What follows belongs to an exercise in optimizing a design on an open flow for small area, a short achievable clock period and few clock cycles per item; a production flow would make more cautious choices.
RTL that was checked went through simulation tests only; none was proved equivalent to the original.

==> flow/design.v <==
package alu_pkg;
    localparam int DATA_W = 16;
    localparam int FRAC_W = 10;
    typedef logic signed [DATA_W-1:0]   fx_t;
    typedef logic [4:0]                 cnt_t;    
    typedef enum logic [3:0] {
        OP_FXADD = 4'd0,
        OP_FXSUB = 4'd1,
        OP_FXMUL = 4'd2,
        OP_FXMAC = 4'd3,
        OP_CLZ   = 4'd5,
        OP_LRCW  = 4'd6,
        OP_LFSR  = 4'd7
    } op_e;
    typedef struct packed {
        op_e op;
        fx_t a;
        fx_t b;
    } alu_req_t;
    localparam int MUL_STEPS = 4;
endpackage
`timescale 1ns/10ps
module fx_arith (
    input  logic        i_clk,
    input  logic        i_first,   
    input  logic [1:0]  i_step,    
    input  logic        i_addsub,
    input  logic        i_sub,
    input  logic        i_mul,
    input  logic        i_mac,
    input  logic [15:0] i_a,
    input  logic [15:0] i_b,       
    input  logic [3:0]  i_b_in,    
    input  logic [15:0] i_acc,
    output logic [15:0] o_res      
);
    function automatic [15:0] sat22(input logic [21:0] v);
        if (!v[21] && (|v[20:15])) begin
            sat22 = 16'h7FFF;
        end else if (v[21] && !(&v[20:15])) begin
            sat22 = 16'h8000;
        end else begin
            sat22 = v[15:0];
        end
    endfunction
    function automatic [15:0] sat17(input logic [16:0] v);
        if (v[16] != v[15]) begin
            sat17 = {v[16], {15{v[15]}}};
        end else begin
            sat17 = v[15:0];
        end
    endfunction
    function automatic [2:0] booth_enc(input logic [2:0] w);
        booth_enc[0] = w[1] ^ w[0];
        booth_enc[1] = (w[2] & ~w[1] & ~w[0]) | (~w[2] & w[1] & w[0]);
        booth_enc[2] = w[2];
    endfunction
    function automatic [16:0] booth_pp(input logic [2:0] e, input logic [15:0] a);
        logic [16:0] m;
        m = ({17{e[0]}} & {a[15], a}) | ({17{e[1]}} & {a, 1'b0});
        booth_pp = m ^ {17{e[2]}};
    endfunction
    logic [17:0] as_sum;
    logic [16:0] as_res;
    assign as_sum = {i_a[15], i_a[15], i_a, 1'b1} + {i_b[15], i_b[15], i_b, i_sub};
    assign as_res = as_sum[17:1];
    logic [4:0]  win;
    logic [5:0]  enc_q;
    logic [15:0] h_q;       
    logic [7:0]  lo_q;      
    logic [19:0] x;
    logic [19:0] y;
    logic [19:0] hx;
    logic [19:0] cs_s;
    logic [19:0] cs_c;
    logic [20:0] step_sum;
    logic [19:0] sum;
    logic [16:0] pp0;
    logic [16:0] pp1;
    always_comb begin
        if (i_first) begin
            win = {i_b_in, 1'b0};
        end else begin
            case (i_step)
                2'd0:    win = i_b[7:3];
                2'd1:    win = i_b[11:7];
                default: win = i_b[15:11];
            endcase
        end
    end
    always_ff @(posedge i_clk) begin
        enc_q <= {booth_enc(win[4:2]), booth_enc(win[2:0])};
    end
    assign pp0  = booth_pp(enc_q[2:0], i_a);
    assign pp1  = booth_pp(enc_q[5:3], i_a);
    assign hx   = {{4{h_q[15]}}, h_q};
    assign x    = {{3{pp0[16]}}, pp0};
    assign y    = {pp1[16], pp1, enc_q[5], enc_q[5]};
    assign cs_s = hx ^ x ^ y;
    assign cs_c = (hx & x) | (hx & y) | (x & y);
    assign step_sum = {cs_s, 1'b1} + {cs_c[18:0], enc_q[5], enc_q[2]};
    assign sum      = step_sum[20:1];
    always_ff @(posedge i_clk) begin
        if (i_first) begin
            h_q <= '0;
        end else begin
            h_q <= sum[19:4];
        end
        lo_q <= {sum[3:0], lo_q[7:4]};
    end
    logic [21:0] fin_b;
    logic [22:0] fin_sum;
    logic [21:0] fin;
    assign fin_b   = {{6{i_acc[15] & i_mac}}, i_acc & {16{i_mac}}};
    assign fin_sum = {h_q, lo_q[7:2], 1'b1} + {fin_b, lo_q[1]};
    assign fin     = fin_sum[22:1];
    assign o_res = ({16{i_addsub}} & sat17(as_res))
                 | ({16{i_mul}}    & sat22(fin));
endmodule
`timescale 1ns/10ps
module bit_ops #(
    parameter int LFSR_MAX_STEPS = 8
) (
    input  logic        i_clk,
    input  logic        i_first,   
    input  logic [3:0]  i_b_in,    
    input  logic        i_clz,
    input  logic        i_lrcw,
    input  logic        i_lfsr,    
    input  logic [15:0] i_a,
    input  logic [15:0] i_hi,      
    output logic [15:0] o_res      
);
    function automatic [4:0] clz16(input logic [15:0] v);
        logic [4:0] n;
        n = 5'd16;
        for (int i = 0; i < 16; i++) begin
            if (v[i]) begin
                n = 5'(15 - i);
            end
        end
        clz16 = n;
    endfunction
    function automatic [2:0] pop4(input logic [3:0] v);
        pop4 = {2'd0, v[0]} + {2'd0, v[1]} + {2'd0, v[2]} + {2'd0, v[3]};
    endfunction
    function automatic [4:0] popcount(input logic [15:0] v);
        logic [3:0] lo;
        logic [3:0] hi;
        lo = {1'b0, pop4(v[3:0])} + {1'b0, pop4(v[7:4])};
        hi = {1'b0, pop4(v[11:8])} + {1'b0, pop4(v[15:12])};
        popcount = {1'b0, lo} + {1'b0, hi};
    endfunction
    logic [4:0] n_q;
    always_ff @(posedge i_clk) begin
        if (i_first) begin
            n_q <= {1'b0, i_b_in};
        end else begin
            n_q <= popcount(i_a);
        end
    end
    logic [7:0]  fb;
    logic [15:0] lo;
    logic [15:0] hi;
    logic [30:0] x;
    always_comb begin
        for (int j = 1; j <= 8; j++) begin
            fb[8-j] = i_hi[16-j] ^ i_hi[14-j] ^ i_hi[13-j] ^ i_hi[11-j];
        end
    end
    assign lo = i_lrcw ? ~i_hi : {fb, 8'd0};
    assign hi = n_q[4] ? lo : i_hi;
    always_comb begin
        x = {hi, lo[15:1]};
        if (n_q[3]) x = {x[22:0], 8'd0};
        if (n_q[2]) x = {x[26:0], 4'd0};
        if (n_q[1]) x = {x[28:0], 2'd0};
        if (n_q[0]) x = {x[29:0], 1'd0};
    end
    assign o_res = ({16{i_clz}} & {11'd0, clz16(i_a)})
                 | ({16{i_lrcw | i_lfsr}} & x[30:15]);
endmodule
`timescale 1ns/10ps
module alu_ctrl (
    input  logic        i_clk,
    input  logic        i_rst_n,
    input  logic        i_req,
    input  logic [3:0]  i_op,         
    input  logic        i_mul,        
    input  logic        i_lrcw,       
    input  logic [15:0] i_arith_res,  
    input  logic [15:0] i_bits_res,   
    output logic        o_first,      
    output logic [1:0]  o_step,       
    output logic [15:0] o_acc,
    output logic        o_ack,
    output logic [15:0] o_result
);
    logic        busy_q;
    logic        last_q;     
    logic        ack_q;
    logic [1:0]  step_q;
    logic [15:0] result_q;   
    logic        one_cycle;
    assign one_cycle = !((i_op == alu_pkg::OP_FXMUL) || (i_op == alu_pkg::OP_FXMAC)
                         || (i_op == alu_pkg::OP_LRCW));
    always_ff @(posedge i_clk or negedge i_rst_n) begin
        if (!i_rst_n) begin
            busy_q <= 1'b0;
            last_q <= 1'b0;
            ack_q  <= 1'b0;
            step_q <= 2'd0;
        end else begin
            if (!busy_q) begin
                step_q <= 2'd0;
                if (!ack_q && i_req) begin
                    busy_q <= 1'b1;
                    last_q <= one_cycle;
                end else if (ack_q && !i_req) begin
                    ack_q  <= 1'b0;
                end
            end else if (last_q) begin
                busy_q <= 1'b0;
                last_q <= 1'b0;
                ack_q  <= 1'b1;
            end else begin
                step_q <= step_q + 2'd1;
                last_q <= i_lrcw || (step_q == 2'd3);
            end
        end
    end
    always_ff @(posedge i_clk or negedge i_rst_n) begin
        if (!i_rst_n) begin
            result_q <= '0;
        end else if (busy_q && last_q) begin
            result_q <= i_arith_res | i_bits_res;
        end
    end
    assign o_first  = !busy_q;
    assign o_step   = step_q;
    assign o_acc    = result_q;
    assign o_result = result_q;
    assign o_ack    = ack_q;
endmodule
`timescale 1ns/10ps
module alu_top #(
    parameter int LFSR_MAX_STEPS = 8
) (
    input  logic     i_clk,
    input  logic     i_rst_n,
    input  logic     i_req,
    input  alu_pkg::alu_req_t i_cmd,
    output logic     o_ack,
    output alu_pkg::fx_t      o_result
);
    logic        f_add, f_sub, f_mul, f_mac, f_clz, f_lrcw, f_lfsr;
    logic [15:0] a_q;
    logic [15:0] bx_q;      
    logic        first;
    logic [1:0]  step;
    logic [15:0] acc;
    logic [15:0] arith_res;
    logic [15:0] bits_res;
    always_ff @(posedge i_clk) begin
        f_add  <= (i_cmd.op == alu_pkg::OP_FXADD);
        f_sub  <= (i_cmd.op == alu_pkg::OP_FXSUB);
        f_mul  <= (i_cmd.op == alu_pkg::OP_FXMUL);
        f_mac  <= (i_cmd.op == alu_pkg::OP_FXMAC);
        f_clz  <= (i_cmd.op == alu_pkg::OP_CLZ);
        f_lrcw <= (i_cmd.op == alu_pkg::OP_LRCW);
        f_lfsr <= (i_cmd.op == alu_pkg::OP_LFSR) && !((|i_cmd.b[15:4]) || (i_cmd.b[3] && (|i_cmd.b[2:0])));
        a_q    <= i_cmd.a;
        if (i_cmd.op == alu_pkg::OP_LFSR) begin
            bx_q <= i_cmd.a;
        end else begin
            bx_q <= i_cmd.b ^ {16{i_cmd.op == alu_pkg::OP_FXSUB}};
        end
    end
    alu_ctrl u_ctrl (
        .i_clk       (i_clk),
        .i_rst_n     (i_rst_n),
        .i_req       (i_req),
        .i_op        (i_cmd.op),
        .i_mul       (f_mul | f_mac),
        .i_lrcw      (f_lrcw),
        .i_arith_res (arith_res),
        .i_bits_res  (bits_res),
        .o_first     (first),
        .o_step      (step),
        .o_acc       (acc),
        .o_ack       (o_ack),
        .o_result    (o_result)
    );
    fx_arith u_fx_arith (
        .i_clk   (i_clk),
        .i_first (first),
        .i_step  (step),
        .i_addsub(f_add | f_sub),
        .i_sub   (f_sub),
        .i_mul   (f_mul | f_mac),
        .i_mac   (f_mac),
        .i_a     (a_q),
        .i_b     (bx_q),
        .i_b_in  (i_cmd.b[3:0]),
        .i_acc   (acc),
        .o_res   (arith_res)
    );
    bit_ops #(
        .LFSR_MAX_STEPS (LFSR_MAX_STEPS)
    ) u_bit_ops (
        .i_clk   (i_clk),
        .i_first (first),
        .i_b_in  (i_cmd.b[3:0]),
        .i_clz   (f_clz),
        .i_lrcw  (f_lrcw),
        .i_lfsr  (f_lfsr),
        .i_a     (a_q),
        .i_hi    (bx_q),
        .o_res   (bits_res)
    );
endmodule
clock: 9.5 ns
lec_check: 0
cap_margin: 20
core_margin: 2
core_utilization: 65
slew_margin: 20
standard.sh (not shown) runs the stock make flow with config.mk's settings and CLKGATE_MAP_FILE= SYNTH_SCRIPT=/design/flow/synth_recipe.tcl, a recipe that flattens the netlist after the stock synthesis.
==> flow/flow/run.sh <==
#!/bin/bash
# Standard layout, with the timing repair aiming further below the clock
# period and small port buffers.
set -euo pipefail
bash standard.sh SETUP_SLACK_MARGIN=5.8 "BUFFER_PORTS_ARGS=-buffer_cell sky130_fd_sc_hd__buf_1" finish > standard_flow.log 2>&1
Edit:
--- a/flow/design.v
+++ b/flow/design.v
@@ -124,7 +124,8 @@
     input  logic        i_clk,
     input  logic        i_first,   
     input  logic [3:0]  i_b_in,    
-    input  logic        i_clz,
+    input  logic [15:0] i_a_in,    
+    output logic [4:0]  o_clz_in,  
     input  logic        i_lrcw,
     input  logic        i_lfsr,    
     input  logic [15:0] i_a,
@@ -169,7 +170,7 @@
         end
     end
     assign lo = i_lrcw ? ~i_hi : {fb, 8'd0};
-    assign hi = n_q[4] ? lo : i_hi;
+    assign hi = i_hi ^ {16{n_q[4]}};
     always_comb begin
         x = {hi, lo[15:1]};
         if (n_q[3]) x = {x[22:0], 8'd0};
@@ -177,8 +178,8 @@
         if (n_q[1]) x = {x[28:0], 2'd0};
         if (n_q[0]) x = {x[29:0], 1'd0};
     end
-    assign o_res = ({16{i_clz}} & {11'd0, clz16(i_a)})
-                 | ({16{i_lrcw | i_lfsr}} & x[30:15]);
+    assign o_clz_in = clz16(i_a_in);
+    assign o_res    = {16{i_lrcw | i_lfsr}} & x[30:15];
 endmodule
 `timescale 1ns/10ps
 module alu_ctrl (
@@ -190,8 +191,10 @@
     input  logic        i_lrcw,       
     input  logic [15:0] i_arith_res,  
     input  logic [15:0] i_bits_res,   
+    input  logic [4:0]  i_clz_in,     
     output logic        o_first,      
     output logic [1:0]  o_step,       
+    output logic        o_acc_ok,     
     output logic [15:0] o_acc,
     output logic        o_ack,
     output logic [15:0] o_result
@@ -201,9 +204,18 @@
     logic        ack_q;
     logic [1:0]  step_q;
     logic [15:0] result_q;   
+    logic        acc_ok_q;   
     logic        one_cycle;
+    logic        is_clz;
+    logic        at_once;    
+    logic        take_now;
     assign one_cycle = !((i_op == alu_pkg::OP_FXMUL) || (i_op == alu_pkg::OP_FXMAC)
                          || (i_op == alu_pkg::OP_LRCW));
+    assign is_clz    = (i_op == alu_pkg::OP_CLZ);
+    assign at_once   = !((i_op == alu_pkg::OP_FXADD) || (i_op == alu_pkg::OP_FXSUB)
+                         || (i_op == alu_pkg::OP_FXMUL) || (i_op == alu_pkg::OP_FXMAC)
+                         || (i_op == alu_pkg::OP_LRCW) || (i_op == alu_pkg::OP_LFSR));
+    assign take_now  = !busy_q && !ack_q && i_req && at_once;
     always_ff @(posedge i_clk or negedge i_rst_n) begin
         if (!i_rst_n) begin
             busy_q <= 1'b0;
@@ -213,7 +225,9 @@
         end else begin
             if (!busy_q) begin
                 step_q <= 2'd0;
-                if (!ack_q && i_req) begin
+                if (!ack_q && i_req && at_once) begin
+                    ack_q  <= 1'b1;
+                end else if (!ack_q && i_req) begin
                     busy_q <= 1'b1;
                     last_q <= one_cycle;
                 end else if (ack_q && !i_req) begin
@@ -229,15 +243,23 @@
             end
         end
     end
+    always_ff @(posedge i_clk) begin
+        if (busy_q && last_q) begin
+            result_q <= i_arith_res | i_bits_res;
+        end else if (take_now) begin
+            result_q <= {11'd0, i_clz_in & {5{is_clz}}};
+        end
+    end
     always_ff @(posedge i_clk or negedge i_rst_n) begin
         if (!i_rst_n) begin
-            result_q <= '0;
-        end else if (busy_q && last_q) begin
-            result_q <= i_arith_res | i_bits_res;
+            acc_ok_q <= 1'b0;
+        end else if ((busy_q && last_q) || take_now) begin
+            acc_ok_q <= 1'b1;
         end
     end
     assign o_first  = !busy_q;
     assign o_step   = step_q;
+    assign o_acc_ok = acc_ok_q;
     assign o_acc    = result_q;
     assign o_result = result_q;
     assign o_ack    = ack_q;
@@ -253,20 +275,23 @@
     output logic     o_ack,
     output alu_pkg::fx_t      o_result
 );
-    logic        f_add, f_sub, f_mul, f_mac, f_clz, f_lrcw, f_lfsr;
+    logic        f_add, f_sub, f_mul, f_mac, f_lrcw, f_lfsr;
     logic [15:0] a_q;
     logic [15:0] bx_q;      
     logic        first;
     logic [1:0]  step;
     logic [15:0] acc;
+    logic        acc_ok;
+    logic        f_macc;    
     logic [15:0] arith_res;
     logic [15:0] bits_res;
+    logic [4:0]  clz_in;
     always_ff @(posedge i_clk) begin
         f_add  <= (i_cmd.op == alu_pkg::OP_FXADD);
         f_sub  <= (i_cmd.op == alu_pkg::OP_FXSUB);
         f_mul  <= (i_cmd.op == alu_pkg::OP_FXMUL);
         f_mac  <= (i_cmd.op == alu_pkg::OP_FXMAC);
-        f_clz  <= (i_cmd.op == alu_pkg::OP_CLZ);
+        f_macc <= (i_cmd.op == alu_pkg::OP_FXMAC) && acc_ok;
         f_lrcw <= (i_cmd.op == alu_pkg::OP_LRCW);
         f_lfsr <= (i_cmd.op == alu_pkg::OP_LFSR) && !((|i_cmd.b[15:4]) || (i_cmd.b[3] && (|i_cmd.b[2:0])));
         a_q    <= i_cmd.a;
@@ -285,8 +310,10 @@
         .i_lrcw      (f_lrcw),
         .i_arith_res (arith_res),
         .i_bits_res  (bits_res),
+        .i_clz_in    (clz_in),
         .o_first     (first),
         .o_step      (step),
+        .o_acc_ok    (acc_ok),
         .o_acc       (acc),
         .o_ack       (o_ack),
         .o_result    (o_result)
@@ -298,7 +325,7 @@
         .i_addsub(f_add | f_sub),
         .i_sub   (f_sub),
         .i_mul   (f_mul | f_mac),
-        .i_mac   (f_mac),
+        .i_mac   (f_macc),
         .i_a     (a_q),
         .i_b     (bx_q),
         .i_b_in  (i_cmd.b[3:0]),
@@ -311,7 +338,8 @@
         .i_clk   (i_clk),
         .i_first (first),
         .i_b_in  (i_cmd.b[3:0]),
-        .i_clz   (f_clz),
+        .i_a_in  (i_cmd.a),
+        .o_clz_in(clz_in),
         .i_lrcw  (f_lrcw),
         .i_lfsr  (f_lfsr),
         .i_a     (a_q),
=> The changed run went through all stages and came out clean; hold slack gets worse by 0.071 ns; cell area drops by 0.76%; setup slack gets better by 0.052 ns; register-to-register slack gets better by 0.05 ns; clock skew climbs by 0.0071 ns; synthesized cell count drops by 5.7%.
Testbench counts after the change, summed over its fixed seeds: cycles 21,608, ops 4,800.
No functional check of the RTL was part of the first run of this note.

## what the ideal ports hide
The results above use ideal ports. As a check the final layouts listed here were re-extracted and re-timed, cells and wires unchanged.
Step 1: set_driving_cell puts a clkbuf_16 on i_clk and a buf_2 on each other input, an assumption about the parent block.
Step 2 moves the port delays by t, midway between the first and last clock arrival at a register: inputs arrive t later, outputs are due t later. That takes back most of the time a late clock gives input paths.
a / b / c = ideal ports / drivers / drivers and shift; a / b = the first two.
run | t, ns | slack for setup (ns) | worst setup path after step 2 | clock arrival spread, ns | cell pins on the clock port's net
the first run | 0.402 | 5.848 / 5.848 / 5.848 | register to register | 0.008 / 0.008 | 1
the second run | 0.403 | 5.901 / 5.901 / 5.643 | input to register | 0.016 / 0.016 | 1
After both steps every run listed still meets setup and hold. The setup slack of the second run, which loses most, moves by 0.000 ns with the drivers and by -0.258 ns with both steps.
